Context: an optimization exercise on an open-source flow, tuned for small area, a short achievable clock period and few clock cycles per item. The choices shown serve that exercise and are no tape-out recipe. Where RTL was checked, it was by simulation tests only, not by an equivalence proof against the original.

## led_cube_node_to_coordinate_unit
module led_cube_node_to_coordinate_unit (
  input  wire logic        clk_i,
  input  wire logic        rst_ni,
  input  wire logic        start_i,
  output logic             busy_o,
  input  wire logic [17:0] node_index_i,
  output logic             done_o,
  output logic [5:0]       voxel_x_o,
  output logic [5:0]       voxel_y_o,
  output logic [5:0]       voxel_z_o,
  output logic             index_out_of_range_o,
  input  wire logic        cfg_we_i,
  input  wire logic [2:0]  cfg_idx_i,
  input  wire logic [6:0]  cfg_data_i
);
Size in the first run: about 1400 cells after synthesis, ~250 flip-flops, ~53 I/O pins.
clock: 5.5 ns
lec_check: 0
abc_clock_period_in_ps: 2800
cap_margin: 20
core_margin: 2
core_utilization: 40
setup_slack_margin: 2.6
slew_margin: 20
run.sh (not shown) runs the stock make flow with config.mk's settings and CLKGATE_MAP_FILE= SYNTH_SCRIPT=/design/flow/synth_recipe.tcl, a recipe that flattens the netlist after the stock synthesis.
==> next run, changes <==
--- a/flow/config.mk
+++ b/flow/config.mk
@@ -6,5 +6,4 @@
 export NUM_CORES = 4
 export LEC_CHECK = 0
-export ABC_CLOCK_PERIOD_IN_PS = 2800
 export CAP_MARGIN = 20
 export CORE_MARGIN = 2
After rerunning: Final area is unchanged. Die area stays the same. Global-route usage does not change. Via count does not change. Setup slack stays the same. Area after synthesis stays the same. Maximum frequency is unchanged. Cell count is unchanged. Non-clock buffer count is unchanged.
No functional check of the RTL was part of any run of this note.

old:
Another version of the RTL of led_cube_node_to_coordinate_unit (not shown whole).
Size in the first run: ~330 flip-flops, about 16,000 µm² of cells after synthesis.
==> flow/config.mk <==
export PLATFORM = sky130hd
export DESIGN_NAME = led_cube_node_to_coordinate_unit
export DESIGN_NICKNAME = led_cube_node_to_coordinate_unit
export VERILOG_FILES = /design/flow/design.v
export SDC_FILE = /design/flow/constraint.sdc
export NUM_CORES = 4
export LEC_CHECK = 0
export ABC_AREA = 1
export CAP_MARGIN = 20
export CORE_MARGIN = 2
export CORE_UTILIZATION = 55
export CTS_CLUSTER_DIAMETER = 120
export CTS_CLUSTER_SIZE = 24
export SETUP_SLACK_MARGIN = 3.3
export SLEW_MARGIN = 20
export TNS_END_PERCENT = 0
==> flow/constraint.sdc <==
create_clock -name core_clock -period 5.5 [get_ports {clk_i}]
set_input_delay 1.1000 -clock core_clock [delete_from_list [all_inputs] [get_ports {clk_i}]]
set_output_delay 1.1000 -clock core_clock [all_outputs]
set_load 0.01 [all_outputs]
standard.sh (not shown) runs the stock make flow with config.mk's settings and CLKGATE_MAP_FILE= SYNTH_SCRIPT=/design/flow/synth_recipe.tcl, a recipe that flattens the netlist after the stock synthesis.
==> flow/flow/run.sh <==
#!/bin/bash
# The standard layout, with the port buffers made of sky130_fd_sc_hd__buf_2 cells instead of
# the delay-buffer cells the resizer picks by default.
set -euo pipefail
bash standard.sh BUFFER_PORTS_ARGS="-buffer_cell sky130_fd_sc_hd__buf_2" finish > standard_make.log 2>&1
Testbench counts of old, summed over its fixed seeds: cycles 32,448, items 32,000.
#### Input delta (new over old)
-- flow/config.mk --
<<< old, line 8
export ABC_AREA = 1
export CAP_MARGIN = 20
export CORE_MARGIN = 2
export CORE_UTILIZATION = 55
export CTS_CLUSTER_DIAMETER = 120
>>> new, line 8
export ABC_AREA = 1
export CAP_MARGIN = 5
export CORE_MARGIN = 2
export CORE_UTILIZATION = 40
export CTS_CLUSTER_DIAMETER = 120
<<< old, line 14
export SETUP_SLACK_MARGIN = 3.3
export SLEW_MARGIN = 20
export TNS_END_PERCENT = 0
>>> new, line 14
export SETUP_SLACK_MARGIN = 3.3
export SLEW_MARGIN = 5
export TNS_END_PERCENT = 0
- The flow did not stop early for new: all stages ran, and the layout cleared the timing, DRC and antenna checks.
- Between new and old, the flip-flop and latch area does not differ in any meaningful way.
- Going from old to new, wire length of the first global-routing pass rose 3.2%, minimum setup slack in the final design now sits higher, height of the chip up about 17%, fraction of area in clock buffers and inverters about even.

-- afterwards: timing with drivers on the ports --
Ports are ideal in the flow. The routed layouts listed here were re-timed in OpenROAD.
Step 1 assumes that a clkbuf_16 drives the clock port and a buf_2 every other input.
Step 2 times the ports against the registers' clock, not the clock port: input delays grow and output delays shrink by t, the midpoint of the rising clock arrivals with the driver on.
Three values: no drivers, after step 1, after step 2; two values: the first two.
run	t, ns	slack for setup (ns)	worst setup path after step 2	worst register clock-pin slew, ns
the first run of note 1	0.599	1.984 / 1.984 / 1.984	register to register	0.06 / 0.06
the second run of note 1	0.599	1.984 / 1.984 / 1.984	register to register	0.06 / 0.06
old	0.560	3.345 / 3.324 / 2.920	input to register	0.10 / 0.10
new	0.580	3.373 / 3.320 / 2.892	input to register	0.11 / 0.11
After both steps every run listed still meets setup and hold. The setup slack of new, which loses most, moves by -0.053 ns with the drivers and by -0.481 ns with both steps.
